This is an optimization exercise on Yosys and OpenROAD, whose aim is small area, a short achievable clock period and few clock cycles per item, not a production implementation. Function was checked by simulation only, so behaviour that the tests miss may differ from the original. Power and IR drop assume default switching activity.

==> flow/config.mk <==
export PLATFORM = sky130hd
export DESIGN_NAME = haptic_pattern_sequencer
export DESIGN_NICKNAME = haptic_pattern_sequencer
export VERILOG_FILES = /design/flow/design.v
export SDC_FILE = /design/flow/constraint.sdc
export NUM_CORES = 4
export LEC_CHECK = 0
export CAP_MARGIN = 20
export CORE_MARGIN = 2
export CORE_UTILIZATION = 70
export CTS_BUF_LIST = sky130_fd_sc_hd__clkbuf_4 sky130_fd_sc_hd__clkbuf_8
export SETUP_SLACK_MARGIN = 5
export SLEW_MARGIN = 20
==> flow/constraint.sdc <==
create_clock -name core_clock -period 9.5 [get_ports {clk_i}]
set_input_delay 1.9000 -clock core_clock [delete_from_list [all_inputs] [get_ports {clk_i}]]
set_output_delay 1.9000 -clock core_clock [all_outputs]
set_load 0.01 [all_outputs]
==> flow/design.v <==
package hps_pkg;
  localparam int unsigned MAX_DISTANCE = 2560;
  localparam logic [7:0] PULSE_LEVEL = 8'd210;
  localparam logic [8:0] T_ON1_END   = 9'd45;
  localparam logic [8:0] T_OFF1_END  = 9'd165;
  localparam logic [8:0] T_ON2_END   = 9'd210;
  localparam logic [8:0] T_OFF2_END  = 9'd470;
  localparam logic [14:0] RESET_THRESHOLD = 15'd13;
  localparam logic [15:0] RESET_COOLDOWN  = 16'd500;
  localparam logic FUNC_TICK   = 1'b0;
  localparam logic FUNC_PACKET = 1'b1;
endpackage
module hps_cfg_regs (
  input  logic        clk_i,
  input  logic        rst_ni,
  input  logic        cfg_valid_i,
  output logic        cfg_ready_o,
  input  logic        cfg_index_i,
  input  logic [15:0] cfg_data_i,
  output logic [14:0] thr_o,
  output logic [15:0] cool_o
);
  assign cfg_ready_o = 1'b1;
  always_ff @(posedge clk_i or negedge rst_ni) begin
    if (!rst_ni) begin
      thr_o  <= hps_pkg::RESET_THRESHOLD;
      cool_o <= hps_pkg::RESET_COOLDOWN;
    end else if (cfg_valid_i) begin
      if (cfg_index_i) cool_o <= cfg_data_i;
      else             thr_o  <= cfg_data_i[14:0];
    end
  end
endmodule
module hps_step (
  input  logic [14:0] thr_i,
  input  logic [15:0] distance_i,
  output logic        near_o,     
  output logic [7:0]  t_o,
  output logic        e_o
);
  logic [14:0] mag;
  logic        far;
  logic        c;
  logic [17:0] m, v, z;
  assign mag = distance_i[14:0];
  always_comb begin
    c = 1'b0;
    for (int i = 0; i < 15; i++) c = (mag[i] & ~thr_i[i]) | ((mag[i] | ~thr_i[i]) & c);
  end
  assign near_o = !distance_i[15] && !c;
  assign far = distance_i[15] || (mag[14:12] != 3'd0) || (mag[11] && (mag[10] || mag[9]));
  assign m   = {6'd0, mag[11:0]};
  assign v   = (m << 4) + m;       
  assign z   = (v << 1) + v;       
  assign t_o = z[16:9] | {8{far}};
  assign e_o = (mag[8:0] != 9'd0) && !far;
endmodule
module haptic_pattern_sequencer (
  input  logic               clk_i,
  input  logic               rst_ni,
  input  logic               cfg_valid_i,
  output logic               cfg_ready_o,
  input  logic [0:0]         cfg_index_i,
  input  logic [15:0]        cfg_data_i,
  input  logic               in_valid_i,
  output logic               in_stall_o,
  input  logic               func_i,
  input  logic signed [15:0] distance_i,
  output logic               out_valid_o,
  input  logic               out_stall_i,
  output logic [7:0]         motor_level_o,
  output logic               level_written_o,
  output logic               pattern_active_o,
  output logic               pattern_started_o
);
  logic [14:0] thr;
  logic [15:0] cool;
  hps_cfg_regs u_cfg (
    .clk_i       (clk_i),
    .rst_ni      (rst_ni),
    .cfg_valid_i (cfg_valid_i),
    .cfg_ready_o (cfg_ready_o),
    .cfg_index_i (cfg_index_i[0]),
    .cfg_data_i  (cfg_data_i),
    .thr_o       (thr),
    .cool_o      (cool)
  );
  logic ir_v, p_v, k_v, go_q, out_v;
  logic mv, bv, adv, fire, accept;
  assign mv         = !k_v;                      
  assign bv         = k_v || p_v;                
  assign adv        = !out_v || !out_stall_i;    
  assign fire       = adv && bv;
  assign in_stall_o = !go_q;      
  assign accept     = in_valid_i && !k_v;
  always_ff @(posedge clk_i or negedge rst_ni) begin
    if (!rst_ni) begin
      ir_v  <= 1'b0;
      p_v   <= 1'b0;
      k_v     <= 1'b0;
      go_q    <= 1'b1;
      out_v   <= 1'b0;
    end else begin
      if (mv) begin
        ir_v <= accept;
        p_v  <= ir_v;
      end
      k_v     <= bv && !adv;
      go_q    <= !(bv && !adv);
      if (adv) out_v <= bv;
    end
  end
  logic        ir_func;
  logic [15:0] ir_dist;
  logic        d_near, d_e;
  logic [7:0]  d_t;
  logic        p_func, p_near, p_e, k_func, k_near, k_e;
  logic [7:0]  p_t, k_t;
  hps_step u_step (
    .thr_i      (thr),
    .distance_i (ir_dist),
    .near_o     (d_near),
    .t_o        (d_t),
    .e_o        (d_e)
  );
  always_ff @(posedge clk_i) begin
    if (mv) begin
      ir_func <= func_i;
      ir_dist <= distance_i;
      p_func  <= ir_func;
      p_near  <= d_near;
      p_t     <= d_t;
      p_e     <= d_e;
      k_func  <= p_func;
      k_near  <= p_near;
      k_t     <= p_t;
      k_e     <= p_e;
    end
  end
  logic        b_func, b_near;
  logic [7:0]  b_t, b_guide;
  logic        b_e;
  logic [16:0] since_q, since_inc;
  logic        gt_q, gt_next;
  logic        active_q;
  logic [7:0]  level_q;
  logic        written_q, started_q;
  logic        tick, trans, start;
  logic [8:0]  t;
  assign b_func  = k_v ? k_func  : p_func;
  assign b_near  = k_v ? k_near  : p_near;
  assign b_t     = k_v ? k_t     : p_t;
  assign b_e     = k_v ? k_e     : p_e;
  assign b_guide = ~(b_t + {7'd0, b_e});
  assign tick      = (b_func == hps_pkg::FUNC_TICK);
  assign t         = since_q[8:0];
  always_comb begin
    logic c;
    c = !since_q[16];
    for (int i = 0; i < 17; i++) begin
      since_inc[i] = since_q[i] ^ c;
      c = c & since_q[i];
    end
  end
  always_comb begin
    logic g;
    g = bv && tick;
    for (int i = 0; i < 16; i++) g = (since_q[i] & ~cool[i]) | ((since_q[i] | ~cool[i]) & g);
    gt_next = since_q[16] | g;
  end
  assign trans = tick && active_q &&
                 (t == hps_pkg::T_ON1_END - 9'd1 || t == hps_pkg::T_OFF1_END - 9'd1 ||
                  t == hps_pkg::T_ON2_END - 9'd1 || t == hps_pkg::T_OFF2_END - 9'd1);
  assign start = bv && !tick && b_near && !active_q && gt_q;
  always_ff @(posedge clk_i or negedge rst_ni) begin
    if (!rst_ni) begin
      since_q  <= '0;
      gt_q     <= 1'b0;
      active_q <= 1'b0;
      level_q  <= '0;
    end else begin
      if (adv) gt_q <= !start && gt_next;
      if (fire) begin
        since_q <= start ? 17'd0 : (tick ? since_inc : since_q);
        if (tick) begin
          if (trans) begin
            level_q  <= (t == hps_pkg::T_OFF1_END - 9'd1) ? hps_pkg::PULSE_LEVEL : 8'd0;
            active_q <= (t != hps_pkg::T_OFF2_END - 9'd1);
          end
        end else if (!active_q) begin
          level_q  <= start ? hps_pkg::PULSE_LEVEL : b_guide;
          active_q <= start;
        end
      end
    end
  end
  always_ff @(posedge clk_i) begin
    if (fire) begin
      written_q <= tick ? trans : !active_q;
      started_q <= start;
    end
  end
  assign out_valid_o       = out_v;
  assign motor_level_o     = level_q;
  assign level_written_o   = written_q;
  assign pattern_active_o  = active_q;
  assign pattern_started_o = started_q;
endmodule
==> flow/flow/run.sh <==
#!/bin/bash
# Standard layout, with the smallest buffer on each port, and a clock tree of larger sink
# clusters without dummy loads.
set -euo pipefail
bash standard.sh \
  "BUFFER_PORTS_ARGS=-buffer_cell sky130_fd_sc_hd__buf_1" \
  "CTS_ARGS=-sink_clustering_enable -repair_clock_nets -dont_use_dummy_load -buf_list {sky130_fd_sc_hd__clkbuf_4 sky130_fd_sc_hd__clkbuf_8} -sink_clustering_size 40 -sink_clustering_max_diameter 60" \
  finish > standard_flow.log 2>&1
==> flow/standard.sh <==
#!/bin/bash
# synth_recipe.tcl (not shown) runs the flow's synth.tcl, then flattens the netlist and writes it again
# the make line also repeats each setting of config.mk as NAME=value (left out here)
make -C /OpenROAD-flow-scripts/flow DESIGN_CONFIG=/design/flow/config.mk WORK_HOME=/design/flow/orfs CLKGATE_MAP_FILE= SYNTH_SCRIPT=/design/flow/synth_recipe.tcl "${@:-finish}"
==> run summary, run 1 <==
Floorplanning
• 92.9 µm — width of the die
• 53 — number of top-level design ports
• 92.9 µm — y dimension of the die
• 7690 µm² — core area
• 32 — placement row count
• 8640 µm² — die area
• 0.720 — starting utilization of the core area

CTS
• 0 — number of instances resized during post-cts repair
• 0 — number of buffers added for setup after CTS
• 104 — clk sink count
• yes — clock tree from TritonCTS
• 0.37 ns — Clk Latency, worst-skew pair
• 0.10 ns — clock slew at reported path FFs
• 3 — H-Tree Level Count
• 2 — maximum clock insertion buffer count
• 9 — TritonCTS buffer count
• 0 — count of hold buffers inserted by post-cts repair
• clkbuf_8 — root cell of the clock tree

Synthesis
• 0.489 — sequential share of the synthesized area
• 3 — synth warn
• 5540 µm² — netlist area before placement
• 576 — number of nets produced by synthesis
• 104 — Yosys reg bits
• 30 — Post-synth EDFFs
• 0.606 — share of flip-flops with an asynchronous set or reset after synthesis
• 11.2 µm² — mean instance size in the synthesized netlist
• dfrtp_1 — dominant register cell in the synthesized netlist
• 495 — cell count after synthesis
• 62 — distinct cell type count after synthesis

Timing
• 0 ns — Total Negative Setup Slacks
• 0.398 — share of the cycle needed by the critical path after routing
• 265 MHz — Highest Clock Rate
• 0 — final setup violating endpoints
• 0.369 — worst slew margin relative to its limit
• 0 — total count of hold-check failures in the final report
• false — setup repair after global routing missed its margin
• 0.0280 ns — Worst Skew
• 3.78 ns — post-layout min period
• 0.940 ns — Tightest Pin Transition
• 0 — Max Transition Viols Final

Pwr
• 0.221 mV — worst voltage drop across the vdd grid
• 2.50 nW — Leak
• 289 nW/µm² — P per Cell Area

Worst setup path
• 4.04 ns — data arrival time of the critical path
• flip-flop — kind of end point of the critical path
• flip-flop — element type at the critical path start
• 3 — CP Max Fanout
• 9.76 ns — Worst EP required
• flip-flop to flip-flop — Crit Path Category
• 5.72 ns — reg-to-reg setup timing slack

Routing
• 0 — Routed Antenna Nets
• 5 — detailed-routing iteration count for the pre-antenna-repair pass
• 0 — DRC violation count after routing
• 6.12 — number of vias per cell
• 125 — violation count after the first detailed-route iteration
• 10700 µm — detailed-route wire length
• 3968 — total via count in the routed design
• 16.5 µm — detail-routed net length per standard cell

Worst hold path
• flip-flop to flip-flop — Hold/Removal Path Class

Place
• 8000 µm — final HPWL from detailed placement
• 0.859 — final weighted congestion of routability-driven global placement
• 51 — number of port buffers

Job
• 0 — number of max-cap violations

Global routing
• 18300 µm — global-route wire length before repair
• 0 — antenna violations before repair
• 0.270 — global routing usage summed across all routing layers
• 3977 — via count of the first global-routing pass
• 0 — global route overflow
• 64 — pin count of the biggest net entering global routing

Finish
• 7.50% — relative area change from synthesis to final layout
• 0.123 — share of post-route cells with drive strength above 1
• dfrtp_1 — most frequent standard cell in the layout excluding fill and tap cells
• dfrtp_1, buf_1, inv_1 — commonest cells after routing, fill and taps aside
• 0 — Antenna diodes
• 0.774 — final design utilization
• 629 — final-stage net count

Run status
• finished clean — outcome

[registers in the layout, summed over array words and instances (netlist names), 8 cells and up]
name and flops:
since_q 17, ir_dist 16, p_t 8, k_t 8
level_q 8, u_cfg.cool_o 16, u_cfg.thr_o 15
[per-stage QoR]
| step | cell area (µm²) | hold WS [ns] | power (mW) | instances | setup WS (ns) |
|---|---|---|---|---|---|
| global placement | 5830 | 0.435 | 1.46 | 639 | 5.83 |
| CTS | 5950 | 0.463 | 1.72 | 648 | 5.73 |
| detailed placement | 5830 | 0.443 | 1.51 | 639 | 5.75 |
| global route | 5950 | 0.470 | 1.86 | 648 | 5.48 |
| finish | 5950 | 0.456 | 1.72 | 648 | 5.72 |
| floorplan | 5540 | 0.400 | 1.31 | 495 | 5.93 |
[power by group]
part	switching (mW)	leakage [nW]	internal, mW
clock network	0.129	0.0647	0.0853
logic	0.477	1.29	0.363
registers	0.0843	1.15	0.580
[final timing paths]
kind                             start         endpoint  cells after the start
setup / recovery           since_q[16]      since_q[15]                     18
hold / removal                 ir_func           p_func                      0
min in group asynchronous       rst_ni      since_q[13]                      2
max in group asynchronous       rst_ni  u_cfg.thr_o[12]                      2
setup reg to reg           since_q[16]      since_q[15]                     18
hold reg to reg                ir_func           p_func                      0
[logic make-up after synthesis]
| logic type | share of synthesized area |
|---|---|
| adders and majority gates | 0.115 |
| AOI/OAI and AO/OA | 0.154 |
| muxes | 0.0746 |
| other | 0.000677 |
| and+or+nand+nor | 0.0888 |
| xor gates and xnor gates | 0.0364 |
| DFF | 0.489 |
| buffers and inverters | 0.0411 |
[cells in the mapped netlist, drive strengths merged (6+ instances only)]
cell type	number	area, µm²
o211ai	6	50.1
nand3	6	30.0
nor3	9	45.0
mux2	34	383
edfxtp	30	901
xnor2	16	140
a32o	16	160
dfstp	10	263
a211oi	6	45.0
maj3	10	105
ha	41	513
nand2	40	150
inv	45	169
o21ai	28	140
a21oi	19	95.1
dfxtp	11	220
dfrtp	53	1330
clkbuf	9	33.8
nor2	15	56.3
xor2	7	61.3
[area by class of cell]
type,instances,area (µm²)
inverter,45,169
tap,102,128
clock buffer,9,124
multi-input combinational,333,2600
sequential,104,2710
fill,513,1730
timing repair buffer,55,223
[metal layers]
layer | track usage | share of wire | up-vias
met5 | 0 | 0 | -
met4 | 0.0870 | 0.020 | 0
met3 | 0.0570 | 0.059 | 19
met2 | 0.461 | 0.49 | 129
met1 | 0.347 | 0.43 | 1909
li1 | - | - | 1911
[worst max-delay path: stages, from the launching register on]
cell and delay [ns]:
dfrtp_1 0.39, inv_1 0.08, ha_1 0.19, ha_1 0.19, ha_1 0.19, ha_1 0.18
ha_1 0.18, ha_1 0.18, ha_1 0.18, ha_1 0.19, ha_1 0.18, ha_1 0.18
ha_1 0.17, ha_1 0.17, ha_1 0.18, ha_1 0.18, ha_1 0.18, ha_1 0.26
a32o_1 0.22
Testbench counts, summed over its fixed seeds: cycles 32,024, beats 32,000.
==> run 2: changes to the inputs <==
--- a/flow/config.mk
+++ b/flow/config.mk
@@ -5,9 +5,9 @@
 export SDC_FILE = /design/flow/constraint.sdc
 export NUM_CORES = 4
 export LEC_CHECK = 0
+export ABC_AREA = 1
 export CAP_MARGIN = 20
 export CORE_MARGIN = 2
 export CORE_UTILIZATION = 70
-export CTS_BUF_LIST = sky130_fd_sc_hd__clkbuf_4 sky130_fd_sc_hd__clkbuf_8
 export SETUP_SLACK_MARGIN = 5
 export SLEW_MARGIN = 20
==> run 2 against run 1 <==
Critical path depth is the same. Clock power is essentially flat. Utilization shrank 0.14 points. Critical path type unchanged. Sequential share of layout area shrank 0.15 points. Total power shrank 0.91%. Maximum frequency shrank 0.28%. Worst hold slack lost 0.026 ns.
==> run summary, run 2 <==
CTS
• 0 — number of instances resized during post-cts repair
• 9 — TritonCTS buffer count
• 104 — clk sink count
• 3 — H-Tree Level Count
• yes — clock tree from TritonCTS
• 0 — number of buffers added for setup after CTS
• 2 — maximum clock insertion buffer count
• 0.09 ns — clock slew at reported path FFs
• clkbuf_8 — root cell of the clock tree
• 0.37 ns — Clk Latency, worst-skew pair
• 0 — count of hold buffers inserted by post-cts repair

Timing
• false — setup repair after global routing missed its margin
• 0 — final setup violating endpoints
• 0.0278 ns — Worst Skew
• 0.399 — share of the cycle needed by the critical path after routing
• 3.79 ns — post-layout min period
• 5.71 ns — final worst-path setup slack
• 0.435 — worst slew margin relative to its limit
• 264 MHz — Highest Clock Rate
• 0 — Max Transition Viols Final
• 0.430 ns — final worst hold slack
• 0 ns — Total Negative Setup Slacks
• 0 — total count of hold-check failures in the final report
• 0.845 ns — Tightest Pin Transition

Worst hold path
• flip-flop to flip-flop — Hold/Removal Path Class
• p_func — Worst Hold End
• 0 — cell depth of the worst hold path
• ir_func — worst hold start

Finish
• since_q — register ranked first by flip-flop count
• nand2_1, inv_1, o21ai_0 — commonest cells after routing, fill and taps aside
• 0 — Antenna diodes
• 5970 µm² — finished layout cell area
• since_q x17, ir_dist x16, u_cfg.cool_o x16 — leading registers by flop count
• 0.0621 — share of post-route cells with drive strength above 1
• 17 — max FFs per register
• 0.773 — final design utilization
• nand2_1 — most frequent standard cell in the layout excluding fill and tap cells
• 7.21% — relative area change from synthesis to final layout
• 775 — final-stage net count
• 794 — post-route insts no fill

Worst setup path
• 4.03 ns — data arrival time of the critical path
• dfrtp_1 — critical path's slowest cell
• since_q[0] — worst flop-to-flop path startpoint
• 5.71 ns — reg-to-reg setup timing slack
• flip-flop to flip-flop — Crit Path Category
• flip-flop — kind of end point of the critical path
• flip-flop — element type at the critical path start
• 0.42 ns — Largest stage delay, worst path
• 18 — depth of the worst register-to-register path
• ha_1 -> ha_1 -> ha_1 -> ha_1 -> ha_1 -> ha_1 -> ha_1 -> ha_1 -> ha_1 -> ha_1 -> ha_1 -> ha_1 -> ha_1 -> ha_1 -> ha_1 -> ha_1 -> nand3_1 -> o21ai_0 — chain of cells forming the critical path
• adder cells — Largest delay share family, worst path
• 9.74 ns — Worst EP required
• 0 — buffering stage count on the worst path with inverters included
• since_q[15] — endpoint of the lowest-slack register-to-register path
• ha_1 — most used cell, CP
• 4 — CP Max Fanout

Global routing
• 0.265 — global routing usage summed across all routing layers
• 18200 µm — global-route wire length before repair
• 64 — pin count of the biggest net entering global routing
• 4008 — via count of the first global-routing pass
• 0 — antenna violations before repair
• 0 — global route overflow

Synthesis
• 0.606 — share of flip-flops with an asynchronous set or reset after synthesis
• 30 — Post-synth EDFFs
• 0.0220 — post-synthesis share of cell area spent on xor and xnor gates
• dfrtp_1 — post-synthesis cell type with the largest combined area
• 643 — cell count after synthesis
• 5570 µm² — netlist area before placement
• 0.168 — area fraction in and, or, nand and nor cells after synthesis
• 0.238 — area share of the largest cell type after synthesis
• 47 — distinct cell type count after synthesis
• 8.66 µm² — mean instance size in the synthesized netlist
• dfrtp_1 — dominant register cell in the synthesized netlist
• 104 — Yosys reg bits
• 0.144 — share of the synthesized area in compound gates (AO/OA/AOI/OAI)
• nand2_1 — dominant cell by count in the synthesized netlist
• 3 — synth warn
• 724 — number of nets produced by synthesis
• 0.486 — sequential share of the synthesized area
• dfrtp_1, edfxtp_1, nand2_1, ha_1, o21ai_0 — leading cell types by total area after synthesis
• 0.00561 — mux cell area share after synthesis
• simple AND/OR/NAND/NOR gates — main combinational cell family by area after synthesis
• 0.0957 — Post-Synth Adder-Cell Area
• nand2_1, inv_1, o21ai_0 — cell types with the highest counts after synthesis

Floorplanning
• 93.2 µm — y dimension of the die
• 8690 µm² — die area
• 53 — number of top-level design ports
• 0.721 — starting utilization of the core area
• 7730 µm² — core area
• 93.2 µm — width of the die
• 32 — placement row count

Job
• 0 — number of max-cap violations

Pwr
• 0.184 mV — worst voltage drop across the vdd grid
• 1.70 mW — total power after layout
• 2.86 nW — Leak
• 285 nW/µm² — P per Cell Area
• 0.394 — sequential share of power
• 0.977 mW — cell internal pwr
• 0.426 — Sw Ratio
• 0.126 — portion of total power attributed to the clock network
• 0.480 — logic gate share of total power
• 0.725 mW — power dissipated by switching net loads

Routing
• 5190 µm — Met2 Wirelength
• 4329 — total via count in the routed design
• 5.45 — number of vias per cell
• 4870 µm — wl on met1
• 13.6 µm — detail-routed net length per standard cell
• met4 — highest metal used
• 0 — DRC violation count after routing
• 4 — detailed-routing iteration count for the pre-antenna-repair pass
• 250 — violation count after the first detailed-route iteration
• 0 — Routed Antenna Nets
• 524 µm — wire length on met3
• 10800 µm — detailed-route wire length

Place
• 51 — number of port buffers
• 5.75 ns — Worst Setup Slack post-DPL
• 0.885 — final weighted congestion of routability-driven global placement
• 8090 µm — final HPWL from detailed placement
• 785 — number of placed instances, taps included
• 5850 µm² — placed standard-cell area

Run status
• finished clean — outcome

## run 2: changes by cell type in the layout (fill, tap and decap cells not counted), sizes merged, moves of 11 or more
cell,before,now
inv,44,102
a21oi,19,30
nand2,40,149
a32o,16,0
nand3,6,21
xnor2,16,3
mux2,34,1
o21ai,28,82
nor2,15,29
## run 2: kinds of logic after synthesis
logic type / after synthesis
AO/OA/AOI/OAI: 143
XOR/XNOR: 14
adder cells (fa/ha/maj): 42
buffers and inverters: 115
flip-flops: 104
multiplexers: 3
other: 1
AND/OR/NAND/NOR: 221
## run 2: worst max path at each step
| stage | from | slack (ns) | endpoint | cells past startpoint |
|---|---|---|---|---|
| global route | ir_dist[2] | 5.52 | p_t[7] | 19 |
| detailed placement | since_q[0] | 5.75 | since_q[15] | 18 |
| global placement | since_q[0] | 5.88 | since_q[15] | 18 |
| CTS | since_q[0] | 5.74 | since_q[15] | 18 |
| finish | since_q[0] | 5.71 | since_q[15] | 18 |
| floorplan | since_q[0] | 6.00 | since_q[15] | 18 |
## run 2: layout make-up
class                   count  area (µm²)
flip-flops and latches    104        2710
inverters                 103         387
clock buffers               9         124
multi-input cells         424        2420
well taps                 102         128
repair buffers             52         200
fillers                   562        1750
## run 2: metal layers
layer,track usage,vias to the layer above
met1,0.348,1988
met2,0.453,106
met5,0,-
met3,0.0475,17
met4,0.0797,0
li1,-,2218
## run 2: power by group through the flow
stage	sequential, mW	combinational, mW	clock (mW)
after detailed placement	0.678	0.805	0
after global routing	0.686	0.937	0.234
after global placement	0.674	0.765	0
final	0.671	0.818	0.214
after floorplan	0.662	0.628	0
after CTS	0.670	0.811	0.217
==> run 3: changes to the inputs <==
--- a/flow/design.v
+++ b/flow/design.v
@@ -156,11 +156,14 @@
   assign t         = since_q[8:0];
   always_comb begin
     logic c;
-    c = !since_q[16];
-    for (int i = 0; i < 17; i++) begin
-      since_inc[i] = since_q[i] ^ c;
-      c = c & since_q[i];
-    end
+    for (int k = 0; k < 17; k += 4) begin
+      c = &(since_q | ~((17'd1 << k) - 17'd1));
+      for (int i = k; i < k + 4 && i < 17; i++) begin
+        since_inc[i] = since_q[i] ^ c;
+        c = c & since_q[i];
+      end
+    end
+    if (since_q[16]) since_inc = since_q;
   end
   always_comb begin
     logic g;
--- a/flow/config.mk
+++ b/flow/config.mk
@@ -5,9 +5,9 @@
 export SDC_FILE = /design/flow/constraint.sdc
 export NUM_CORES = 4
 export LEC_CHECK = 0
-export ABC_AREA = 1
 export CAP_MARGIN = 20
 export CORE_MARGIN = 2
 export CORE_UTILIZATION = 70
+export CTS_BUF_LIST = sky130_fd_sc_hd__clkbuf_4 sky130_fd_sc_hd__clkbuf_8
 export SETUP_SLACK_MARGIN = 5
 export SLEW_MARGIN = 20
==> run 3 against run 2 <==
Global-route usage is 0.17 points higher. Sequential cell count unchanged. Maximum frequency decreased by 1.2%. Still clean on timing, DRC and antenna. Count of clock-buffer cells in the layout did not move. Largest cell class is now multi-input combinational cells. Final cell count is 16% lower. Sequential power is 3.7% lower.
==> run summary, run 3 <==
Synthesis
• 30 — Post-synth EDFFs
• 0.606 — share of flip-flops with an asynchronous set or reset after synthesis
• dfrtp_1 — post-synthesis cell type with the largest combined area
• 104 — Yosys reg bits
• dfrtp_1 — dominant register cell in the synthesized netlist
• 60 — distinct cell type count after synthesis
• 11.0 µm² — mean instance size in the synthesized netlist
• dfrtp_1, edfxtp_1, mux2_2, ha_1, dfstp_2 — leading cell types by total area after synthesis
• 3 — synth warn
• 5630 µm² — netlist area before placement
• 0.481 — sequential share of the synthesized area
• 511 — cell count after synthesis
• dfrtp_1 — dominant cell by count in the synthesized netlist
• 589 — number of nets produced by synthesis
• 0.235 — area share of the largest cell type after synthesis
• dfrtp_1, mux2_2, inv_1 — cell types with the highest counts after synthesis

Finish
• since_q — register ranked first by flip-flop count
• 0.142 — share of post-route cells with drive strength above 1
• 7.55% — relative area change from synthesis to final layout
• 667 — post-route insts no fill
• 17 — max FFs per register
• 645 — final-stage net count
• since_q x17, ir_dist x16, u_cfg.cool_o x16 — leading registers by flop count
• dfrtp_1, buf_1, mux2_2 — commonest cells after routing, fill and taps aside
• 0 — Antenna diodes
• 542 — layout filler cell count
• dfrtp_1 — most frequent standard cell in the layout excluding fill and tap cells

Timing
• 3.83 ns — post-layout min period
• 0.0350 ns — Worst Skew
• 0 — final setup violating endpoints
• 0.403 — share of the cycle needed by the critical path after routing
• false — setup repair after global routing missed its margin
• 0 — Max Transition Viols Final
• 0.346 — worst slew margin relative to its limit
• 0 ns — Total Negative Setup Slacks
• 261 MHz — Highest Clock Rate
• 0 — total count of hold-check failures in the final report
• 5.67 ns — final worst-path setup slack
• 0.974 ns — Tightest Pin Transition

CTS
• 0 — number of instances resized during post-cts repair
• 0 — count of hold buffers inserted by post-cts repair
• yes — clock tree from TritonCTS
• 2 — maximum clock insertion buffer count
• 0 — number of buffers added for setup after CTS
• 9 — TritonCTS buffer count
• 0.08 ns — clock slew at reported path FFs
• 0.36 ns — Clk Latency, worst-skew pair
• 3 — H-Tree Level Count
• 104 — clk sink count
• clkbuf_8 — root cell of the clock tree

Routing
• 4061 — total via count in the routed design
• 5 — detailed-routing iteration count for the pre-antenna-repair pass
• 10900 µm — detailed-route wire length
• 0 — Routed Antenna Nets
• 0 — DRC violation count after routing
• 16.4 µm — detail-routed net length per standard cell
• 6.09 — number of vias per cell
• 281 — violation count after the first detailed-route iteration

Floorplanning
• 93.7 µm — width of the die
• 32 — placement row count
• 0.725 — starting utilization of the core area
• 53 — number of top-level design ports
• 93.7 µm — y dimension of the die
• 8780 µm² — die area
• 7770 µm² — core area

Global routing
• 4033 — via count of the first global-routing pass
• 18400 µm — global-route wire length before repair
• 0.267 — global routing usage summed across all routing layers
• 0 — global route overflow
• 64 — pin count of the biggest net entering global routing
• 0 — antenna violations before repair

Worst setup path
• ir_dist[4] — worst flop-to-flop path startpoint
• ir_dist[4] — source of the critical timing path
• 3.93 ns — data arrival time of the critical path
• 5.67 ns — reg-to-reg setup timing slack
• 5 — CP Max Fanout
• flip-flop — element type at the critical path start
• 9.60 ns — Worst EP required
• flip-flop to flip-flop — Crit Path Category
• flip-flop — kind of end point of the critical path
• 0 — buffering stage count on the worst path with inverters included
• compound AO/OA/AOI/OAI gates — Largest delay share family, worst path
• 0.47 ns — Largest stage delay, worst path
• ha_1 -> fa_1 -> a211oi_1 -> o21bai_1 -> a21oi_1 -> xnor2_1 -> ha_1 -> o21ai_0 -> a211oi_1 -> nand3_1 -> a21oi_1 -> o31ai_1 -> o31a_1 — chain of cells forming the critical path
• edfxtp_1 — critical path's slowest cell

Place
• 5.79 ns — Worst Setup Slack post-DPL
• 51 — number of port buffers
• 8400 µm — final HPWL from detailed placement
• 658 — number of placed instances, taps included
• 0.936 — final weighted congestion of routability-driven global placement

Pwr
• 0.124 — portion of total power attributed to the clock network
• 0.160 mV — worst voltage drop across the vdd grid
• 0.696 mW — power dissipated by switching net loads
• 0.502 — logic gate share of total power
• 0.403 — Sw Ratio
• 285 nW/µm² — P per Cell Area
• 0.374 — sequential share of power
• 1.03 mW — cell internal pwr
• 1.73 mW — total power after layout
• 2.58 nW — Leak

Run status
• finished clean — outcome

Job
• 0 — number of max-cap violations

Worst hold path
• flip-flop to flip-flop — Hold/Removal Path Class
• p_near — worst hold start

run 3: cell types whose count changed after synthesis, sizes merged, moves of 11 or more:
| cell | before | now |
|---|---|---|
| nand2 | 149 | 32 |
| inv | 102 | 41 |
| nand3 | 21 | 10 |
| maj3 | 0 | 12 |
| a22o | 1 | 12 |
| mux2 | 1 | 45 |
| xnor2 | 3 | 15 |
| o21ai | 82 | 29 |
run 3: path summary, 6_finish.rpt:
| check | depth (start not counted) | to |
|---|---|---|
| max in group asynchronous | 2 | u_cfg.thr_o[14] |
| max | 13 | p_t[7] |
| min reg2reg | 1 | k_near |
| min | 1 | k_near |
| max reg2reg | 13 | p_t[7] |
| min in group asynchronous | 2 | since_q[13] |
run 3: kinds of logic after synthesis:
logic type               count (synthesis)  share of synthesized area
AND/OR/NAND/NOR                        131                      0.121
flip-flops                             104                      0.481
AO/OA/AOI/OAI                          102                      0.120
XOR/XNOR                                24                     0.0373
multiplexers                            48                     0.0953
buffers and inverters                   50                     0.0347
other                                    1                   0.000666
adder cells (fa/ha/maj)                 51                      0.110
run 3: power groups by stage:
stage	Combinational [mW]	Sequential, mW	Clock, mW
floorplan	0.686	0.622	0
global placement	0.808	0.648	0
detailed placement	0.854	0.653	0
CTS	0.858	0.644	0.220
global route	0.968	0.658	0.238
finish	0.866	0.646	0.214
run 3: cell type report:
cell class / instances / area, µm² / share of cell area
Timing Repair Buffer: 54 / 215 / 0.0355
Inverter: 41 / 154 / 0.0254
Tap cell: 102 / 128 / 0.0211
Multi-Input combinational cell: 357 / 2730 / 0.450
Clock buffer: 9 / 124 / 0.0204
Sequential cell: 104 / 2710 / 0.447
run 3: per-layer routing:
layer / up-vias / track usage / wire [µm]
li1: 1961 / - / -
met1: 1937 / 0.357 / 4860
met2: 145 / 0.445 / 5310
met3: 18 / 0.0345 / 527
met4: 0 / 0.101 / 215
met5: - / 0 / 0
run 3: through the flow:
stage	area [µm²]	util	hold WS [ns]
after global placement	5930	0.764	0.456
after detailed placement	5930	0.764	0.464
after floorplan	5630	-	0.400
after CTS	6060	0.780	0.482
final	6060	0.780	0.479
after global routing	6060	0.780	0.503
Testbench counts of run 3, summed over its fixed seeds: cycles 32,024, beats 32,000.
==> run 4: changes to the inputs <==
--- a/flow/flow/run.sh
+++ b/flow/flow/run.sh
@@ -5,4 +5,5 @@
 bash standard.sh \
   "BUFFER_PORTS_ARGS=-buffer_cell sky130_fd_sc_hd__buf_1" \
   "CTS_ARGS=-sink_clustering_enable -repair_clock_nets -dont_use_dummy_load -buf_list {sky130_fd_sc_hd__clkbuf_4 sky130_fd_sc_hd__clkbuf_8} -sink_clustering_size 40 -sink_clustering_max_diameter 60" \
+  "SETUP_SLACK_MARGIN=6.2" \
   finish > standard_flow.log 2>&1
--- a/flow/config.mk
+++ b/flow/config.mk
@@ -5,9 +5,9 @@
 export SDC_FILE = /design/flow/constraint.sdc
 export NUM_CORES = 4
 export LEC_CHECK = 0
+export ABC_AREA = 1
 export CAP_MARGIN = 20
 export CORE_MARGIN = 2
 export CORE_UTILIZATION = 70
-export CTS_BUF_LIST = sky130_fd_sc_hd__clkbuf_4 sky130_fd_sc_hd__clkbuf_8
 export SETUP_SLACK_MARGIN = 5
 export SLEW_MARGIN = 20
==> run 4 against run 3 <==
Design area rose by 4.5%. Sequential cell count did not move. Non-clock buffer count rose by 14. Final cell count rose by 26%. Combinational power rose by 9.0%. Count of clock-buffer cells in the layout did not move. Area after synthesis rose by 0.42%. Setup slack improved by 0.49 ns. Sequential share of layout area fell by 1.9 points. Die area rose by 0.41%. Critical path type unchanged. Highest routed layer unchanged.
==> run summary, run 4 <==
Run status
• finished clean — outcome

Synthesis
• 0.479 — sequential share of the synthesized area
• nand2_1, inv_1, o21ai_0 — cell types with the highest counts after synthesis
• 0.234 — area share of the largest cell type after synthesis
• 104 — Yosys reg bits
• dfrtp_1, edfxtp_1, nand2_1, ha_1, inv_1 — leading cell types by total area after synthesis
• 5660 µm² — netlist area before placement
• dfrtp_1 — post-synthesis cell type with the largest combined area
• 750 — number of nets produced by synthesis
• 3 — synth warn
• 30 — Post-synth EDFFs
• 8.42 µm² — mean instance size in the synthesized netlist
• 48 — distinct cell type count after synthesis
• 672 — cell count after synthesis
• dfrtp_1 — dominant register cell in the synthesized netlist
• 0.606 — share of flip-flops with an asynchronous set or reset after synthesis
• nand2_1 — dominant cell by count in the synthesized netlist

Worst setup path
• 3.41 ns — data arrival time of the critical path
• compound AO/OA/AOI/OAI gates — Largest delay share family, worst path
• 9.56 ns — Worst EP required
• edfxtp_1 — critical path's slowest cell
• flip-flop — kind of end point of the critical path
• ha_4 -> a21oi_2 -> nand2_1 -> xor2_1 -> inv_1 -> ha_1 -> a21oi_1 -> o21ai_0 -> o21ai_1 -> nand2_1 -> a21oi_2 -> o21ai_2 -> nand3_1 -> nand2_2 -> a21oi_2 -> inv_1 -> nand2_1 -> nand3_1 — chain of cells forming the critical path
• 4 — CP Max Fanout
• 0.48 ns — Largest stage delay, worst path
• flip-flop — element type at the critical path start
• flip-flop to flip-flop — Crit Path Category
• 2 — buffering stage count on the worst path with inverters included

Routing
• 4626 — total via count in the routed design
• 14.4 µm — detail-routed net length per standard cell
• 5.51 — number of vias per cell
• 0 — Routed Antenna Nets
• 12100 µm — detailed-route wire length
• 5 — detailed-routing iteration count for the pre-antenna-repair pass
• 330 — violation count after the first detailed-route iteration
• 0 — DRC violation count after routing

CTS
• yes — clock tree from TritonCTS
• 0.10 ns — clock slew at reported path FFs
• 9 — TritonCTS buffer count
• clkbuf_8 — root cell of the clock tree
• 0 — count of hold buffers inserted by post-cts repair
• 3 — H-Tree Level Count
• 0.36 ns — Clk Latency, worst-skew pair
• 2 — maximum clock insertion buffer count
• 104 — clk sink count

Timing
• 0 — Max Transition Viols Final
• 0.0271 ns — Worst Skew
• true — setup repair after global routing missed its margin
• 0.352 — share of the cycle needed by the critical path after routing
• 299 MHz — Highest Clock Rate
• 0.390 — worst slew margin relative to its limit
• 0 ns — Total Negative Setup Slacks
• 0.459 ns — final worst hold slack
• 3.34 ns — post-layout min period
• 0 — final setup violating endpoints
• 0.907 ns — Tightest Pin Transition
• 0 — total count of hold-check failures in the final report
• 6.16 ns — final worst-path setup slack

Finish
• 506 — layout filler cell count
• 840 — post-route insts no fill
• 0.815 — final design utilization
• 11.9% — relative area change from synthesis to final layout
• 2710 µm² — Reg area
• 2570 µm² — multi-input gate area in the final layout
• 17 — max FFs per register
• nand2_1 — most frequent standard cell in the layout excluding fill and tap cells
• since_q — register ranked first by flip-flop count
• 0 — Antenna diodes
• nand2_1, inv_1, o21ai_0 — commonest cells after routing, fill and taps aside
• 818 — final-stage net count
• since_q x17, ir_dist x16, u_cfg.cool_o x16 — leading registers by flop count
• 0.121 — share of post-route cells with drive strength above 1

Floorplanning
• 8820 µm² — die area
• 0.728 — starting utilization of the core area
• 93.9 µm — width of the die
• 93.9 µm — y dimension of the die
• 7770 µm² — core area
• 32 — placement row count
• 53 — number of top-level design ports

Global routing
• 0 — global route overflow
• 0 — antenna violations before repair
• 0.281 — global routing usage summed across all routing layers
• 4441 — via count of the first global-routing pass
• 19500 µm — global-route wire length before repair
• 64 — pin count of the biggest net entering global routing

Place
• 815 — number of placed instances, taps included
• 51 — number of port buffers
• 5.93 ns — Worst Setup Slack post-DPL
• 0.857 — final weighted congestion of routability-driven global placement
• 8570 µm — final HPWL from detailed placement

Pwr
• 0.222 mV — worst voltage drop across the vdd grid
• 285 nW/µm² — P per Cell Area
• 3.06 nW — Leak

Worst hold path
• flip-flop to flip-flop — Hold/Removal Path Class

Job
• 0 — number of max-cap violations

-- run 4: final timing paths --
check	startpoint	end	slack [ns]	cells past startpoint
min	ir_func	p_func	0.46	0
max reg2reg	ir_dist[6]	p_t[7]	6.16	18
max	ir_dist[6]	p_t[7]	6.16	18
max in group asynchronous	rst_ni	u_cfg.thr_o[12]	7.23	2
min reg2reg	ir_func	p_func	0.46	0
min in group asynchronous	rst_ni	level_q[2]	1.67	2
-- run 4: cells by family after synthesis --
kind of cell / Yosys count / synth area share
buffers and inverters: 137 / 0.0936
and+or+nand+nor: 242 / 0.183
xor gates and xnor gates: 11 / 0.0170
DFF: 104 / 0.479
other: 1 / 0.000663
adders and majority gates: 39 / 0.0876
muxes: 1 / 0.00177
AOI/OAI and AO/OA: 137 / 0.137
-- run 4: power breakdown --
part	leakage [nW]	switching, mW	internal (mW)
Sequential	1.16	0.0670	0.574
Combinational	1.83	0.565	0.379
Clock	0.0647	0.133	0.0855
Total	3.06	0.764	1.04
-- run 4: metal layers --
| layer | up-vias | share of wire | global-route usage |
|---|---|---|---|
| met5 | - | 0 | 0 |
| met4 | 0 | 0.022 | 0.0857 |
| met3 | 24 | 0.050 | 0.0514 |
| met2 | 142 | 0.49 | 0.488 |
| met1 | 2145 | 0.44 | 0.359 |
| li1 | 2315 | - | - |
-- run 4: per-stage QoR --
stage | cell area, µm² | total power, mW
floorplan | 5660 | 1.22
global placement | 5930 | 1.35
detailed placement | 5930 | 1.39
CTS | 6080 | 1.62
global route | 6330 | 1.95
finish | 6330 | 1.80
-- run 4: area by class of cell --
class,count,share of cell area
Clock buffer,9,0.0196
Inverter,126,0.0749
Multi-Input combinational cell,431,0.406
Sequential cell,104,0.428
Tap cell,102,0.0202
Timing Repair Buffer,68,0.0512
-- run 4: repair_timing --
action                     4_1_cts  5_1_grt
pin swaps                        0       10
setup endpoints to repair        3       17
cloned                           0        0
setup buffers                    2       14
resized for setup                3       27
==> run 5: changes to the inputs <==
--- a/flow/flow/run.sh
+++ b/flow/flow/run.sh
@@ -5,5 +5,4 @@
 bash standard.sh \
   "BUFFER_PORTS_ARGS=-buffer_cell sky130_fd_sc_hd__buf_1" \
   "CTS_ARGS=-sink_clustering_enable -repair_clock_nets -dont_use_dummy_load -buf_list {sky130_fd_sc_hd__clkbuf_4 sky130_fd_sc_hd__clkbuf_8} -sink_clustering_size 40 -sink_clustering_max_diameter 60" \
-  "SETUP_SLACK_MARGIN=6.2" \
   finish > standard_flow.log 2>&1
==> run 5 against run 4 <==
Non-clock buffer count is 16 lower. Sequential power hardly changed. Via count is 2.0% lower. Sequential share of layout area is 2.0 points higher. Critical path depth is 1 lower. Critical path type unchanged. Critical endpoint unchanged. Clock power hardly changed.
==> run summary, run 5 <==
Run status
• finished clean — outcome

Timing
• 0.399 — worst slew margin relative to its limit
• false — setup repair after global routing missed its margin
• 0.900 ns — Tightest Pin Transition
• 288 MHz — Highest Clock Rate
• 0.458 ns — final worst hold slack
• 0 — Max Transition Viols Final
• 0 — final setup violating endpoints
• 0.365 — share of the cycle needed by the critical path after routing
• 0 — total count of hold-check failures in the final report
• 0 ns — Total Negative Setup Slacks
• 0.0281 ns — Worst Skew
• 3.47 ns — post-layout min period

Synthesis
• 8.42 µm² — mean instance size in the synthesized netlist
• 0.0876 — Post-Synth Adder-Cell Area
• 0.0170 — post-synthesis share of cell area spent on xor and xnor gates
• 672 — cell count after synthesis
• 30 — Post-synth EDFFs
• dfrtp_1, edfxtp_1, nand2_1, ha_1, inv_1 — leading cell types by total area after synthesis
• 750 — number of nets produced by synthesis
• 0.606 — share of flip-flops with an asynchronous set or reset after synthesis
• 0.234 — area share of the largest cell type after synthesis
• nand2_1 — dominant cell by count in the synthesized netlist
• dfrtp_1 — dominant register cell in the synthesized netlist
• 48 — distinct cell type count after synthesis
• 0.137 — share of the synthesized area in compound gates (AO/OA/AOI/OAI)
• 3 — synth warn
• 0.479 — sequential share of the synthesized area
• 104 — Yosys reg bits
• 0.183 — area fraction in and, or, nand and nor cells after synthesis
• 5660 µm² — netlist area before placement
• 0.00177 — mux cell area share after synthesis
• dfrtp_1 — post-synthesis cell type with the largest combined area
• simple AND/OR/NAND/NOR gates — main combinational cell family by area after synthesis
• nand2_1, inv_1, o21ai_0 — cell types with the highest counts after synthesis

Global routing
• 0.280 — global routing usage summed across all routing layers
• 4426 — via count of the first global-routing pass
• 64 — pin count of the biggest net entering global routing
• 19400 µm — global-route wire length before repair
• 0 — antenna violations before repair
• 0 — global route overflow

Worst setup path
• 6.03 ns — reg-to-reg setup timing slack
• 0.45 ns — Largest stage delay, worst path
• ha_1 -> fa_1 -> xor2_1 -> ha_1 -> nand2_1 -> nor2_1 -> a21boi_0 -> o21ai_0 -> nand2_1 -> a21oi_1 -> o21ai_0 -> nand3_1 -> nand2_1 -> a21oi_1 -> inv_1 -> nand2_1 -> nand3_1 — chain of cells forming the critical path
• 4 — CP Max Fanout
• 3.53 ns — data arrival time of the critical path
• ir_dist[0] — worst flop-to-flop path startpoint
• p_t[7] — endpoint of the lowest-slack register-to-register path
• edfxtp_1 — critical path's slowest cell
• 17 — depth of the worst register-to-register path
• 9.56 ns — Worst EP required
• nand2_1 — most used cell, CP
• flip-flop — element type at the critical path start
• flip-flop — kind of end point of the critical path
• flip-flop to flip-flop — Crit Path Category

Finish
• 0 — Antenna diodes
• 7.01% — relative area change from synthesis to final layout
• 802 — final-stage net count
• nand2_1, inv_1, o21ai_0 — commonest cells after routing, fill and taps aside
• since_q — register ranked first by flip-flop count
• nand2_1 — most frequent standard cell in the layout excluding fill and tap cells
• since_q x17, ir_dist x16, u_cfg.cool_o x16 — leading registers by flop count
• 0.0637 — share of post-route cells with drive strength above 1
• 824 — post-route insts no fill
• 570 — layout filler cell count
• 2420 µm² — multi-input gate area in the final layout
• 0.779 — final design utilization
• 17 — max FFs per register
• 2710 µm² — Reg area

Floorplanning
• 53 — number of top-level design ports
• 32 — placement row count
• 0.728 — starting utilization of the core area
• 7770 µm² — core area
• 93.9 µm — width of the die
• 93.9 µm — y dimension of the die
• 8820 µm² — die area

CTS
• 0 — count of hold buffers inserted by post-cts repair
• yes — clock tree from TritonCTS
• clkbuf_8 — root cell of the clock tree
• 9 — TritonCTS buffer count
• 0 — number of buffers added for setup after CTS
• 104 — clk sink count
• 2 — maximum clock insertion buffer count
• 0 — number of instances resized during post-cts repair
• 0.10 ns — clock slew at reported path FFs
• 0.36 ns — Clk Latency, worst-skew pair
• 3 — H-Tree Level Count

Pwr
• 0.465 — logic gate share of total power
• 0.167 mV — worst voltage drop across the vdd grid
• 2.97 nW — Leak
• 0.677 mW — power dissipated by switching net loads
• 0.930 mW — cell internal pwr
• 0.421 — Sw Ratio
• 265 nW/µm² — P per Cell Area
• 0.400 — sequential share of power
• 0.135 — portion of total power attributed to the clock network

Place
• 51 — number of port buffers
• 8570 µm — final HPWL from detailed placement
• 815 — number of placed instances, taps included
• 0.857 — final weighted congestion of routability-driven global placement

Routing
• 0 — Routed Antenna Nets
• 4535 — total via count in the routed design
• 5.50 — number of vias per cell
• 11200 µm — detailed-route wire length
• 0 — DRC violation count after routing
• 13.6 µm — detail-routed net length per standard cell
• 5 — detailed-routing iteration count for the pre-antenna-repair pass
• 314 — violation count after the first detailed-route iteration

Worst hold path
• p_t[0] — worst hold start
• 2 — cell depth of the worst hold path
• k_t[0] — Worst Hold End
• flip-flop to flip-flop — Hold/Removal Path Class

Job
• 0 — number of max-cap violations

[run 5: cell counts after synthesis]
Identical to the previous run, type by type.
[run 5: power by group through the flow]
stage          clock network (mW)  logic [mW]  registers (mW)
2_1_floorplan                   0       0.576           0.640
3_3_place_gp                    0       0.699           0.647
3_5_place_dp                    0       0.740           0.651
4_1_cts                     0.222       0.745           0.641
5_1_grt                     0.234       0.866           0.655
6_report                    0.217       0.748           0.642
[run 5: kinds of logic after synthesis]
| kind of cell | count (synthesis) |
|---|---|
| AO/OA/AOI/OAI | 137 |
| XOR/XNOR | 11 |
| adder cells (fa/ha/maj) | 39 |
| buffers and inverters | 137 |
| flip-flops | 104 |
| multiplexers | 1 |
| other | 1 |
| AND/OR/NAND/NOR | 242 |
[run 5: final cells by class]
cell class	instances	area share
Clock buffer	9	0.0205
Inverter	126	0.0783
Timing Repair Buffer	52	0.0331
Sequential cell	104	0.448
Tap cell	102	0.0211
Multi-Input combinational cell	431	0.399
[run 5: routing by layer]
metal  GRT usage  wire length, µm  vias to the layer above
met4      0.0857              223                        0
met3      0.0514              693                       22
li1            -                -                     2281
met2       0.485             5440                      146
met5           0                0                        -
met1       0.358             4890                     2086
[run 5: worst max path at each step]
stage,from,to,slack [ns],cells past startpoint
after CTS,ir_dist[0],p_t[7],6.01,17
after detailed placement,out_stall_i,since_q[0],5.93,11
after global placement,out_stall_i,since_q[8],6.06,11
final,ir_dist[0],p_t[7],6.03,17
after floorplan,out_stall_i,since_q[12],6.37,9
after global routing,ir_dist[2],p_t[7],5.70,19
[run 5: worst max-delay path, delay by kind of cell (launching register included)]
kind	cells	cell delay, ns
DFF	1	0.45
buffers and inverters	1	0.08
xor gates and xnor gates	1	0.21
and+or+nand+nor	7	0.59
adders and majority gates	3	0.95
AOI/OAI and AO/OA	5	0.91
[run 5: metrics by stage]
stage | worst slack, ns | total power, mW | instance area, µm²
floorplan | 6.37 | 1.22 | 5660
global placement | 6.06 | 1.35 | 5930
detailed placement | 5.93 | 1.39 | 5930
CTS | 6.01 | 1.61 | 6050
global route | 5.70 | 1.76 | 6050
finish | 6.03 | 1.61 | 6050
==> run 6: changes to the inputs <==
--- a/flow/flow/run.sh
+++ b/flow/flow/run.sh
@@ -5,4 +5,5 @@
 bash standard.sh \
   "BUFFER_PORTS_ARGS=-buffer_cell sky130_fd_sc_hd__buf_1" \
   "CTS_ARGS=-sink_clustering_enable -repair_clock_nets -dont_use_dummy_load -buf_list {sky130_fd_sc_hd__clkbuf_4 sky130_fd_sc_hd__clkbuf_8} -sink_clustering_size 40 -sink_clustering_max_diameter 60" \
+  "SETUP_SLACK_MARGIN=6.4" \
   finish > standard_flow.log 2>&1
==> run 6 against run 5 <==
Design area is 4.7% higher. Sequential share of layout area shrank 2.0 points. Register-to-register slack improved by 0.21 ns.
==> run summary, run 6 <==
Synthesis
• nand2_1 — dominant cell by count in the synthesized netlist
• 0.606 — share of flip-flops with an asynchronous set or reset after synthesis
• 5660 µm² — netlist area before placement
• 48 — distinct cell type count after synthesis
• 0.234 — area share of the largest cell type after synthesis
• 672 — cell count after synthesis
• 750 — number of nets produced by synthesis
• 3 — synth warn
• 8.42 µm² — mean instance size in the synthesized netlist
• dfrtp_1, edfxtp_1, nand2_1, ha_1, inv_1 — leading cell types by total area after synthesis
• 104 — Yosys reg bits
• 0.479 — sequential share of the synthesized area
• dfrtp_1 — post-synthesis cell type with the largest combined area
• nand2_1, inv_1, o21ai_0 — cell types with the highest counts after synthesis
• dfrtp_1 — dominant register cell in the synthesized netlist
• 30 — Post-synth EDFFs

Run status
• finished clean — outcome

Global routing
• 20000 µm — global-route wire length before repair
• 64 — pin count of the biggest net entering global routing
• 0 — global route overflow
• 0 — antenna violations before repair
• 0.289 — global routing usage summed across all routing layers
• 4514 — via count of the first global-routing pass

Routing
• 0 — Routed Antenna Nets
• 0 — DRC violation count after routing
• 6 — detailed-routing iteration count for the pre-antenna-repair pass
• 4745 — total via count in the routed design
• 14.9 µm — detail-routed net length per standard cell
• 5.66 — number of vias per cell
• 334 — violation count after the first detailed-route iteration
• 12500 µm — detailed-route wire length

Worst setup path
• compound AO/OA/AOI/OAI gates — Largest delay share family, worst path
• flip-flop — element type at the critical path start
• 20 — depth of the worst register-to-register path
• 0.45 ns — Largest stage delay, worst path
• edfxtp_1 — critical path's slowest cell
• 6.24 ns — reg-to-reg setup timing slack
• 3.31 ns — data arrival time of the critical path
• flip-flop to flip-flop — Crit Path Category
• ha_4 -> fa_2 -> a21oi_2 -> o21bai_1 -> a21oi_1 -> o21bai_1 -> nand2_1 -> nand2_1 -> nand2_1 -> nand2_1 -> nand2_1 -> nand2_1 -> inv_2 -> ha_4 -> a21oi_2 -> nand2_2 -> a21oi_2 -> inv_1 -> nand2_1 -> nand3_1 — chain of cells forming the critical path
• flip-flop — kind of end point of the critical path
• p_t[7] — endpoint of the lowest-slack register-to-register path
• 2 — buffering stage count on the worst path with inverters included
• nand2_1 — most used cell, CP
• ir_dist[4] — worst flop-to-flop path startpoint
• 4 — CP Max Fanout
• 9.55 ns — Worst EP required

Timing
• 0.343 — share of the cycle needed by the critical path after routing
• 0.0267 ns — Worst Skew
• 0 — Max Transition Viols Final
• 0.247 — worst slew margin relative to its limit
• true — setup repair after global routing missed its margin
• 3.26 ns — post-layout min period
• 1.12 ns — Tightest Pin Transition
• 0 — final setup violating endpoints
• 307 MHz — Highest Clock Rate
• 0 — total count of hold-check failures in the final report
• 0 ns — Total Negative Setup Slacks
• 6.24 ns — final worst-path setup slack

Worst hold path
• ir_func — worst hold start
• flip-flop to flip-flop — Hold/Removal Path Class
• p_func — Worst Hold End
• 0 — cell depth of the worst hold path

Floorplanning
• 0.728 — starting utilization of the core area
• 8820 µm² — die area
• 7770 µm² — core area
• 53 — number of top-level design ports
• 93.9 µm — width of the die
• 32 — placement row count
• 93.9 µm — y dimension of the die

Job
• 0 — number of max-cap violations

CTS
• 0 — count of hold buffers inserted by post-cts repair
• 0.36 ns — Clk Latency, worst-skew pair
• clkbuf_8 — root cell of the clock tree
• 0.09 ns — clock slew at reported path FFs
• 3 — H-Tree Level Count
• yes — clock tree from TritonCTS
• 104 — clk sink count
• 9 — TritonCTS buffer count
• 2 — maximum clock insertion buffer count

Finish
• since_q — register ranked first by flip-flop count
• 0.122 — share of post-route cells with drive strength above 1
• 536 — layout filler cell count
• 17 — max FFs per register
• since_q x17, ir_dist x16, u_cfg.cool_o x16 — leading registers by flop count
• 0 — Antenna diodes
• nand2_1, inv_1, o21ai_0 — commonest cells after routing, fill and taps aside
• 816 — final-stage net count
• nand2_1 — most frequent standard cell in the layout excluding fill and tap cells
• 2590 µm² — multi-input gate area in the final layout
• 2710 µm² — Reg area
• 12.1% — relative area change from synthesis to final layout

Place
• 6.02 ns — Worst Setup Slack post-DPL
• 8690 µm — final HPWL from detailed placement
• 0.878 — final weighted congestion of routability-driven global placement
• 51 — number of port buffers

Pwr
• 0.229 mV — worst voltage drop across the vdd grid
• 3.05 nW — Leak
• 290 nW/µm² — P per Cell Area

[run 6: through the flow]
stage	power (mW)	instance area (µm²)	hold slack, ns	cells	util
after floorplan	1.22	5660	0.400	672	-
after global placement	1.35	5930	0.413	815	0.764
after detailed placement	1.40	5930	0.415	815	0.764
after CTS	1.68	6170	0.437	832	0.794
after global routing	1.97	6340	0.458	838	0.816
final	1.84	6340	0.432	838	0.816
[run 6: cell families (layout without fill, tap and decap cells)]
kind of cell,after synthesis,after routing,share of synthesized area
compound gates,137,137,0.137
xor+xnor,11,11,0.0170
fa+ha+maj,39,39,0.0876
buf+inv,137,201,0.0936
flops,104,104,0.479
mux,1,1,0.00177
other cells,1,1,0.000663
simple gates,242,242,0.183
[run 6: worst register-to-register path, cell delays in order (launching register included)]
cell,delay (ns)
edfxtp_1,0.45
ha_4,0.20
fa_2,0.39
a21oi_2,0.14
o21bai_1,0.12
a21oi_1,0.16
o21bai_1,0.14
nand2_1,0.09
nand2_1,0.05
nand2_1,0.07
nand2_1,0.07
nand2_1,0.08
nand2_1,0.08
inv_2,0.11
ha_4,0.23
a21oi_2,0.13
nand2_2,0.09
a21oi_2,0.15
inv_1,0.07
nand2_1,0.08
nand3_1,0.06
[run 6: what timing repair did]
item / 4_1_cts / 5_1_grt
resized for setup: 11 / 27
setup buffers: 8 / 6
cloned: 0 / 0
pin swaps: 2 / 17
endpoints found under the setup margin: 7 / 19
[run 6: worst max-delay path by stage]
stage / to / from / slack, ns / cells after the start
floorplan: since_q[12] / out_stall_i / 6.47 / 9
global placement: since_q[1] / out_stall_i / 6.16 / 11
CTS: p_t[7] / ir_dist[0] / 6.38 / 20
global route: p_t[7] / ir_dist[4] / 6.07 / 17
detailed placement: since_q[0] / out_stall_i / 6.02 / 11
finish: p_t[7] / ir_dist[4] / 6.24 / 20
[run 6: layout make-up]
type	count	share of cell area
Multi-Input combinational cell	431	0.409
Tap cell	102	0.0201
Timing Repair Buffer	66	0.0482
Clock buffer	9	0.0195
Sequential cell	104	0.428
Inverter	126	0.0754
[run 6: layer usage]
metal / up-vias / track usage / share of wire
met3: 32 / 0.0337 / 0.051
met2: 172 / 0.493 / 0.50
met4: 0 / 0.118 / 0.025
met1: 2229 / 0.377 / 0.43
met5: - / 0 / 0
li1: 2312 / - / -
[run 6: where the power goes]
part           internal, mW  leakage [nW]  switching, mW
Clock                0.0855        0.0647          0.133
Sequential            0.573          1.16         0.0686
Combinational         0.386          1.82          0.593
==> run 7: changes to the inputs <==
--- a/flow/flow/run.sh
+++ b/flow/flow/run.sh
@@ -5,5 +5,5 @@
 bash standard.sh \
   "BUFFER_PORTS_ARGS=-buffer_cell sky130_fd_sc_hd__buf_1" \
   "CTS_ARGS=-sink_clustering_enable -repair_clock_nets -dont_use_dummy_load -buf_list {sky130_fd_sc_hd__clkbuf_4 sky130_fd_sc_hd__clkbuf_8} -sink_clustering_size 40 -sink_clustering_max_diameter 60" \
-  "SETUP_SLACK_MARGIN=6.4" \
+  "SETUP_SLACK_MARGIN=6.05" \
   finish > standard_flow.log 2>&1
--- a/flow/config.mk
+++ b/flow/config.mk
@@ -9,5 +9,6 @@
 export CAP_MARGIN = 20
 export CORE_MARGIN = 2
 export CORE_UTILIZATION = 70
+export GPL_TIMING_DRIVEN = 1
 export SETUP_SLACK_MARGIN = 5
 export SLEW_MARGIN = 20
==> run 7 against run 6 <==
Largest cell class unchanged. Maximum frequency fell by 0.78%. Highest routed layer unchanged. Worst hold slack improved by 0.024 ns. Design area shrank 3.0%. Area after synthesis did not move. Clock power is essentially flat. Still clean on timing, DRC and antenna.
==> run summary, run 7 <==
Run status
• finished clean — outcome

Synthesis
• 104 — Yosys reg bits
• dfrtp_1 — post-synthesis cell type with the largest combined area
• 48 — distinct cell type count after synthesis
• 0.606 — share of flip-flops with an asynchronous set or reset after synthesis
• 750 — number of nets produced by synthesis
• 5660 µm² — netlist area before placement
• dfrtp_1, edfxtp_1, nand2_1, ha_1, inv_1 — leading cell types by total area after synthesis
• nand2_1, inv_1, o21ai_0 — cell types with the highest counts after synthesis
• 8.42 µm² — mean instance size in the synthesized netlist
• nand2_1 — dominant cell by count in the synthesized netlist
• 672 — cell count after synthesis
• 30 — Post-synth EDFFs
• dfrtp_1 — dominant register cell in the synthesized netlist
• 0.479 — sequential share of the synthesized area
• 0.234 — area share of the largest cell type after synthesis
• 3 — synth warn

Job
• 0 — number of max-cap violations

Worst setup path
• flip-flop — element type at the critical path start
• flip-flop — kind of end point of the critical path
• 6.22 ns — reg-to-reg setup timing slack
• 9.56 ns — Worst EP required
• 3.34 ns — data arrival time of the critical path
• ir_dist[0] — worst flop-to-flop path startpoint
• 17 — depth of the worst register-to-register path
• p_t[7] — endpoint of the lowest-slack register-to-register path
• 5 — CP Max Fanout
• flip-flop to flip-flop — Crit Path Category

Floorplanning
• 0.728 — starting utilization of the core area
• 53 — number of top-level design ports
• 8820 µm² — die area
• 93.9 µm — width of the die
• 7770 µm² — core area
• 32 — placement row count
• 93.9 µm — y dimension of the die

Timing
• 0 ns — Total Negative Setup Slacks
• 0.887 ns — Tightest Pin Transition
• 0.0289 ns — Worst Skew
• 304 MHz — Highest Clock Rate
• 3.28 ns — post-layout min period
• 0.346 — share of the cycle needed by the critical path after routing
• 0 — total count of hold-check failures in the final report
• 0 — final setup violating endpoints
• false — setup repair after global routing missed its margin
• 0 — Max Transition Viols Final
• 0.403 — worst slew margin relative to its limit

Place
• 0.857 — final weighted congestion of routability-driven global placement
• 8570 µm — final HPWL from detailed placement
• 5930 µm² — placed standard-cell area
• 51 — number of port buffers
• 815 — number of placed instances, taps included

Routing
• 5.52 — number of vias per cell
• 13.8 µm — detail-routed net length per standard cell
• 318 — violation count after the first detailed-route iteration
• 0 — Routed Antenna Nets
• 0 — DRC violation count after routing
• 5 — detailed-routing iteration count for the pre-antenna-repair pass
• 4590 — total via count in the routed design
• 11500 µm — detailed-route wire length

Finish
• since_q — register ranked first by flip-flop count
• nand2_1, inv_1, o21ai_0 — commonest cells after routing, fill and taps aside
• 8.74% — relative area change from synthesis to final layout
• 0 — Antenna diodes
• since_q x17, ir_dist x16, u_cfg.cool_o x16 — leading registers by flop count
• 0.0836 — share of post-route cells with drive strength above 1
• nand2_1 — most frequent standard cell in the layout excluding fill and tap cells
• 6150 µm² — finished layout cell area
• 832 — post-route insts no fill
• 810 — final-stage net count
• 17 — max FFs per register

Global routing
• 0.280 — global routing usage summed across all routing layers
• 0 — global route overflow
• 4426 — via count of the first global-routing pass
• 0 — antenna violations before repair
• 19400 µm — global-route wire length before repair
• 64 — pin count of the biggest net entering global routing

CTS
• yes — clock tree from TritonCTS
• 0.36 ns — Clk Latency, worst-skew pair
• 9 — TritonCTS buffer count
• 2 — maximum clock insertion buffer count
• clkbuf_8 — root cell of the clock tree
• 104 — clk sink count
• 0.10 ns — clock slew at reported path FFs
• 3 — H-Tree Level Count

Worst hold path
• p_t[0] — worst hold start
• 2 — cell depth of the worst hold path
• k_t[0] — Worst Hold End
• flip-flop to flip-flop — Hold/Removal Path Class

Pwr
• 3.01 nW — Leak
• 1.68 mW — total power after layout
• 273 nW/µm² — P per Cell Area
• 0.203 mV — worst voltage drop across the vdd grid

run 7: cell families (layout without fill, tap and decap cells):
group,after synthesis,in the layout,share of synthesized area
compound gates,137,137,0.137
xor+xnor,11,11,0.0170
fa+ha+maj,39,39,0.0876
buf+inv,137,195,0.0936
flops,104,104,0.479
mux,1,1,0.00177
other cells,1,1,0.000663
simple gates,242,242,0.183
run 7: routing by layer:
layer	GRT usage	vias up	part of all wire
met3	0.0514	24	0.063
met4	0.0857	0	0.020
met2	0.485	159	0.49
met1	0.358	2106	0.43
met5	0	-	0
li1	-	2301	-
run 7: final cells by class:
| type | count | area (µm²) |
|---|---|---|
| sequential | 104 | 2710 |
| multi-input combinational | 431 | 2450 |
| fill | 543 | 1620 |
| inverter | 126 | 474 |
| timing repair buffer | 60 | 260 |
| tap | 102 | 128 |
| clock buffer | 9 | 124 |
run 7: power by group:
| part | switching (mW) | internal (mW) |
|---|---|---|
| Combinational | 0.511 | 0.313 |
| Sequential | 0.0682 | 0.574 |
| Clock | 0.130 | 0.0855 |
run 7: worst max path at each step:
stage / start / endpoint / slack, ns / cells after the start
6_report: ir_dist[0] / p_t[7] / 6.22 / 17
5_1_grt: ir_dist[4] / p_t[7] / 6.03 / 17
4_1_cts: ir_dist[0] / p_t[7] / 6.07 / 17
3_5_place_dp: out_stall_i / since_q[0] / 5.93 / 11
3_3_place_gp: out_stall_i / since_q[8] / 6.06 / 11
2_1_floorplan: out_stall_i / since_q[12] / 6.37 / 9
run 7: worst max-delay path, stage by stage, from the launching register on:
cell      delay, ns
edfxtp_1       0.44
ha_1           0.26
fa_2           0.38
a21oi_1        0.21
o21bai_1       0.13
a21oi_1        0.15
o21bai_1       0.10
xor2_1         0.14
inv_1          0.07
ha_1           0.35
a21oi_2        0.16
o21ai_2        0.09
nand3_1        0.07
nand2_1        0.10
a21oi_2        0.17
inv_1          0.07
nand2_1        0.06
nand3_1        0.05
run 7: stage by stage:
step | utilization | hold slack, ns | setup WS (ns)
global placement | 0.763 | 0.413 | 6.06
detailed placement | 0.763 | 0.435 | 5.93
finish | 0.792 | 0.456 | 6.22
CTS | 0.780 | 0.455 | 6.07
global route | 0.792 | 0.471 | 6.03
floorplan | - | 0.400 | 6.37
run 7: timing repair:
| action | 4_1_cts | 5_1_grt |
|---|---|---|
| gates resized for setup | 1 | 7 |
| hold buffers | 0 | 0 |
| setup buffers | 0 | 8 |
| pin swaps | 0 | 2 |
| setup endpoints to repair | 1 | 3 |

afterwards: timing with drivers on the ports:
How much do the figures lean on ideal ports? The routed layouts below were timed once more, with nothing changed but the port constraints. Step 1 (the two cells are an assumption about what drives the block):
set clk [get_ports {clk_i}]
set_driving_cell -lib_cell sky130_fd_sc_hd__clkbuf_16 $clk
set_driving_cell -lib_cell sky130_fd_sc_hd__buf_2 [delete_from_list [all_inputs] $clk]
Step 2 also shifts input and output timing later by t, the mid clock arrival at the registers, as if the neighbouring blocks saw the same clock. Three values: no drivers, after step 1, after step 2; two values: the first two.
| run | t, ns | setup slack, ns | worst setup path at the end | worst data-port slew with drivers (ns) | pins driven straight from the clock port |
|---|---|---|---|---|---|
| run 1 | 0.382 | 5.723 / 5.723 / 5.723 | register to register | 0.04 | 1 |
| run 2 | 0.389 | 5.713 / 5.713 / 5.713 | register to register | 0.04 | 1 |
| run 3 | 0.374 | 5.668 / 5.668 / 5.668 | register to register | 0.04 | 1 |
| run 4 | 0.381 | 6.157 / 6.157 / 6.038 | input to register | 0.04 | 1 |
| run 5 | 0.380 | 6.029 / 6.029 / 5.840 | input to register | 0.04 | 1 |
| run 6 | 0.380 | 6.241 / 6.241 / 6.189 | input to register | 0.04 | 1 |
| run 7 | 0.378 | 6.215 / 6.215 / 5.869 | input to register | 0.04 | 1 |
After both steps every run listed still meets setup and hold. For run 7, which loses most, drivers alone change the setup slack by 0.000 ns; drivers and shift together by -0.346 ns.
